From an optimization exercise on the open Yosys and OpenROAD flow, aimed at small area; shortcuts taken in it are not production practice.
Only simulation tests tie the RTL to the original design; equivalence was not proved.
Power and IR drop assume default switching activity.

## red
==> flow/design.v <==
package clk_freq_meter_pkg;
  localparam logic [4:0] ADDR_ID     = 5'd0;
  localparam logic [4:0] ADDR_GATE   = 5'd1;
  localparam logic [4:0] ADDR_STATUS = 5'd2;
  localparam logic [4:0] ADDR_CTRL   = 5'd3;
  localparam logic [31:0] ID_VALUE = 32'h434C_4B46;
endpackage
module clk_freq_meter_chan (
  input  logic clk,
  input  logic reset_n,
  input  logic clk_meas,
  output logic edge_o
);
  logic       s0_q;
  logic [5:1] sh_q;
  always_ff @(posedge clk or negedge reset_n) begin
    if (!reset_n) s0_q <= 1'b0;
    else          s0_q <= clk_meas;
  end
  always_ff @(posedge clk) begin
    sh_q <= {sh_q[4:1], s0_q};
  end
  assign edge_o = sh_q[4] & ~sh_q[5];
endmodule
module clk_freq_meter_lt #(
  parameter int W = 13
) (
  input  logic [W-1:0] a,
  input  logic [W-1:0] b,
  output logic         lt
);
  logic [W:0] bw;
  assign bw[0] = 1'b0;
  for (genvar i = 0; i < W; i++) begin : g_bit
    assign bw[i+1] = (~a[i] & b[i]) | (~a[i] & bw[i]) | (b[i] & bw[i]);
  end
  assign lt = bw[W];
endmodule
module clk_freq_meter
(
  input  logic        clk,
  input  logic        reset_n,
  input  logic [7:0]  clk_meas,
  input  logic [4:0]  avs_address,
  input  logic        avs_read,
  input  logic        avs_write,
  input  logic [31:0] avs_writedata,
  output logic [31:0] avs_readdata,
  output logic        led_dbg
);
  localparam int CW = 13;
  localparam logic [13:0] TMR_LAST = 14'h0C25;
  localparam logic [2:0] S_ARM0 = 3'd0;
  localparam logic [2:0] S_ARM4 = 3'd4;
  localparam logic [2:0] S_IDLE = 3'd5;
  localparam logic [2:0] S_RUN  = 3'd6;
  logic [2:0]  state_q, state_d;
  logic [13:0] timer_q, timer_d;
  logic        enable_q, enable_d;
  logic        valid_q;
  logic        first_q;
  logic [7:0]  seq_q;
  logic [3:0]  rot_q;
  logic [7:0]    edge_s;
  logic [7:0]    edge_rot_s;
  logic [CW-1:0] cnt_q  [8];
  logic [CW-1:0] freq_q [8];
  logic [CW-1:0] mm_q   [16];
  logic ctrl_wr_s, clear_s, run_s, last_s, gate_done_s, update_s, rebase_s;
  always_comb begin
    ctrl_wr_s   = avs_write && (avs_address == clk_freq_meter_pkg::ADDR_CTRL);
    clear_s     = ctrl_wr_s && avs_writedata[1];
    enable_d    = ctrl_wr_s ? avs_writedata[0] : enable_q;
    run_s       = (state_q == S_RUN);
    last_s      = (timer_q == TMR_LAST);
    gate_done_s = run_s && last_s && enable_d;
    update_s    = gate_done_s && !clear_s;
    rebase_s    = !run_s || gate_done_s;
  end
  for (genvar i = 0; i < 8; i++) begin : g_chan
    clk_freq_meter_chan u_chan (
      .clk      (clk),
      .reset_n  (reset_n),
      .clk_meas (clk_meas[i]),
      .edge_o   (edge_s[i])
    );
  end
  always_comb begin
    case (state_q)
      S_ARM4:  state_d = enable_d ? S_RUN : S_IDLE;
      S_IDLE:  state_d = enable_d ? S_RUN : S_IDLE;
      S_RUN:   state_d = enable_d ? S_RUN : S_IDLE;
      default: state_d = state_q + 3'd1;
    endcase
    if (run_s && enable_d && !last_s)
      timer_d = {timer_q[12:0], ~(timer_q[13] ^ timer_q[12])};
    else
      timer_d = 14'd0;
  end
  always_ff @(posedge clk or negedge reset_n) begin
    if (!reset_n) begin
      state_q  <= S_ARM0;
      enable_q <= 1'b1;
      valid_q  <= 1'b0;
      seq_q    <= 8'd0;
      rot_q    <= 4'd0;
    end else begin
      state_q  <= state_d;
      enable_q <= enable_d;
      rot_q    <= rot_q + 4'd1;
      if (clear_s) begin
        valid_q <= 1'b0;
      end else if (update_s) begin
        valid_q <= 1'b1;
        seq_q   <= seq_q + 8'd1;
      end
    end
  end
  always_ff @(posedge clk) begin
    timer_q <= timer_d;
  end
  always_comb begin
    logic [7:0] r0, r1;
    r0 = rot_q[0] ? {edge_s[0], edge_s[7:1]} : edge_s;
    r1 = rot_q[1] ? {r0[1:0], r0[7:2]} : r0;
    edge_rot_s = rot_q[2] ? {r1[3:0], r1[7:4]} : r1;
  end
  logic head_lt_s, head_take_s;
  clk_freq_meter_lt #(.W(CW)) u_head_lt (.a(freq_q[0]), .b(mm_q[0]), .lt(head_lt_s));
  assign head_take_s = first_q || (rot_q[3] ? !head_lt_s : head_lt_s);
  always_ff @(posedge clk) begin
    if (update_s) first_q <= !valid_q;
    for (int p = 0; p < 8; p++) begin
      cnt_q[p]  <= rebase_s ? CW'(edge_rot_s[(p+1)%8]) : cnt_q[(p+1)%8] + CW'(edge_rot_s[(p+1)%8]);
      freq_q[p] <= update_s ? cnt_q[(p+1)%8] : freq_q[(p+1)%8];
    end
    for (int p = 0; p < 15; p++) begin
      mm_q[p] <= mm_q[p+1];
    end
    mm_q[15] <= head_take_s ? freq_q[0] : mm_q[0];
  end
  logic [15:0]   rlo_s, rlo_q;
  logic          rones_s, rones_q;
  logic          rid_s, rid_q;
  logic [3:0]    pos_s;
  logic [CW-1:0] f_s, m_s, v_s;
  logic          lt_s, take_f_s;
  clk_freq_meter_lt #(.W(CW)) u_rd_lt (.a(f_s), .b(m_s), .lt(lt_s));
  always_comb begin
    pos_s    = avs_address[3:0] - rot_q;
    f_s      = freq_q[pos_s[2:0]];
    m_s      = mm_q[pos_s];
    take_f_s = first_q || (avs_address[3] ? !lt_s : lt_s);
    v_s      = take_f_s ? f_s : m_s;
    rlo_s   = 16'h0;
    rones_s = 1'b0;
    rid_s   = 1'b0;
    case (avs_address[4:3])
      2'd0: begin
        case (avs_address[2:0])
          3'd0: begin rlo_s = clk_freq_meter_pkg::ID_VALUE[15:0]; rid_s = 1'b1; end
          3'd1: rlo_s = 16'd10000;
          3'd2: rlo_s = {seq_q, 7'd0, valid_q};
          3'd3: rlo_s = {15'd0, enable_q};
          default: rlo_s = 16'h0;
        endcase
      end
      2'd1: rlo_s = valid_q ? 16'(f_s) : 16'h0;
      2'd2: begin
        rlo_s   = valid_q ? 16'(v_s) : 16'hFFFF;
        rones_s = !valid_q;
      end
      default: rlo_s = valid_q ? 16'(v_s) : 16'h0;
    endcase
  end
  always_ff @(posedge clk or negedge reset_n) begin
    if (!reset_n) begin
      rlo_q   <= 16'h0;
      rones_q <= 1'b0;
      rid_q   <= 1'b0;
    end else if (avs_read) begin
      rlo_q   <= rlo_s;
      rones_q <= rones_s;
      rid_q   <= rid_s;
    end
  end
  assign avs_readdata = {rones_q ? 16'hFFFF : (rid_q ? clk_freq_meter_pkg::ID_VALUE[31:16] : 16'h0), rlo_q};
  assign led_dbg      = seq_q[0];
endmodule
module clk_freq_meter_top (
  input  logic        clk,
  input  logic        reset_n,
  input  logic [7:0]  clk_meas,
  input  logic [4:0]  avs_address,
  input  logic        avs_read,
  input  logic        avs_write,
  input  logic [31:0] avs_writedata,
  output logic [31:0] avs_readdata,
  output logic        led_dbg
);
  clk_freq_meter u_meter (
    .clk           (clk),
    .reset_n       (reset_n),
    .clk_meas      (clk_meas),
    .avs_address   (avs_address),
    .avs_read      (avs_read),
    .avs_write     (avs_write),
    .avs_writedata (avs_writedata),
    .avs_readdata  (avs_readdata),
    .led_dbg       (led_dbg)
  );
endmodule
Settings: LEC_CHECK=0, ABC_AREA=1, CAP_MARGIN=20, CORE_MARGIN=2, CORE_UTILIZATION=75, SLEW_MARGIN=20; clock period 7.5 ns.
standard.sh (not shown) runs the stock make flow with config.mk's settings and CLKGATE_MAP_FILE= SYNTH_SCRIPT=/design/flow/synth_recipe.tcl, a recipe that flattens the netlist after the stock synthesis.
==> flow/flow/run.sh <==
#!/bin/bash
set -euo pipefail
here=$(pwd)
rm -rf "$here/scripts_abc"
cp -r "$FLOW_HOME/scripts" "$here/scripts_abc"
cp "$here/flow/abc_area.script" "$here/scripts_abc/abc_area.script"
export SCRIPTS_DIR="$here/scripts_abc"
export CTS_ARGS="-sink_clustering_enable -repair_clock_nets -dont_use_dummy_load -buf_list {sky130_fd_sc_hd__clkbuf_4 sky130_fd_sc_hd__clkbuf_8} -sink_clustering_size 16 -sink_clustering_max_diameter 50"
export BUFFER_PORTS_ARGS="-buffer_cell sky130_fd_sc_hd__buf_1"
bash standard.sh > standard_flow.log 2>&1
==> flow/flow/abc_area.script <==
strash
&get -n
&fraig -x
&put
scorr
dc2
strash
&get -n
&synch2
&dch -f
&nf
&put
[inputs] blue vs red
- CORE_UTILIZATION changed from 75 to 78
==> flow/flow/run.sh <==
#!/bin/bash
set -euo pipefail
here=$(pwd)
rm -rf "$here/scripts_abc"
cp -r "$FLOW_HOME/scripts" "$here/scripts_abc"
cp "$here/flow/abc_area.script" "$here/scripts_abc/abc_area.script"
export SCRIPTS_DIR="$here/scripts_abc"
export CTS_ARGS="-sink_clustering_enable -repair_clock_nets -dont_use_dummy_load -buf_list {sky130_fd_sc_hd__clkbuf_4} -sink_clustering_size 10 -sink_clustering_max_diameter 40"
export BUFFER_PORTS_ARGS="-buffer_cell sky130_fd_sc_hd__buf_1"
bash standard.sh > standard_flow.log 2>&1
--- a/flow/flow/abc_area.script
+++ b/flow/flow/abc_area.script
@@ -10,3 +10,3 @@
 &dch -f
-&nf
+&nf -R 1000 -p -C 32 -F 8 -E 50
 &put
==> comparison <==
Going from red to blue, utilization now sits higher, final period demand of the worst path rose 0.10 ns.
Route | blue vs red | wire shorter in blue
Of blue and red, it is blue that has the higher biggest cell delay along the critical path.
Re multi-input gate share of the layout cell area: red was higher than blue.
Compared with red, in blue met1 capacity usage during global routing went up 0.72 points; worst endpoint data arrival time went up 0.30 ns; number of antenna violations at the first check in global routing now sits higher; critical path required time shows an increase of 0.20 ns.
red ended up with simple AND/OR/NAND/NOR gates as its combinational family with the most area after synthesis; blue ended up with compound AO/OA/AOI/OAI gates.
Slew at the pin closest to its max-slew limit: lower on blue
In blue, area of the core is lower than in red.
Modified inputs, green compared to blue
- an added CTS_CLUSTER_DIAMETER of 50
- a change of CORE_UTILIZATION from 78 to 75
- an added CTS_BUF_LIST of sky130_fd_sc_hd__clkbuf_4 sky130_fd_sc_hd__clkbuf_8
- an added CTS_CLUSTER_SIZE of 16
==> flow/run.sh (new file) <==
#!/bin/bash
# synth_recipe.tcl (not shown) runs the flow's synth.tcl, then flattens the netlist and writes it again
# the make line also repeats each setting of config.mk as NAME=value (left out here)
make -C /OpenROAD-flow-scripts/flow DESIGN_CONFIG=/design/flow/config.mk WORK_HOME=/design/flow/orfs CLKGATE_MAP_FILE= SYNTH_SCRIPT=/design/flow/synth_recipe.tcl finish
removed: flow/flow/run.sh
removed: flow/flow/abc_area.script
removed: flow/standard.sh
[summary]
Comparing blue and green, the lower overall power is on blue.
Maximum resistive drop on vdd grows by more than 10% when moving from blue to green.
Lower area overhead of the layout relative to synthesis goes to blue over green.
What green reported for count of plain and timing-repair buffers has to be multiplied by 1.4 to get the figure for blue.

static timing again, ports no longer ideal:
The results above use ideal ports. As a check the final layouts listed here were re-extracted and re-timed, cells and wires unchanged.
Step 1 sets driving cells, clkbuf_16 on the clock port and buf_2 on the other inputs (assumed; they add their load-dependent delay and slew).
Step 2 adds t to the input delays and takes it off the output delays; t is the mean of the earliest and latest rising clock arrival at the registers after step 1. Input paths then give back, and output paths get back, about the clock's delay inside the block.
Slacks: no drivers / after step 1 / after step 2; pairs: no drivers / after step 1.
run | shift t [ns] | setup slack, ns | hold WS [ns] | latest minus earliest clock arrival (ns) | cell pins on the clock port's net
red | 0.603 | 0.948 / 0.973 / 0.370 | 0.322 / 0.322 / 0.322 | 0.058 / 0.058 | 1
blue | 0.760 | 0.846 / 0.871 / 0.111 | 0.269 / 0.269 / 0.269 | 0.074 / 0.074 | 1
green | 0.625 | 1.201 / 1.216 / 0.592 | 0.309 / 0.309 / 0.309 | 0.025 / 0.025 | 1
After both steps setup and hold are still met in every run listed. The setup slack of blue, which loses most, moves by +0.025 ns with the drivers and by -0.735 ns with both steps.
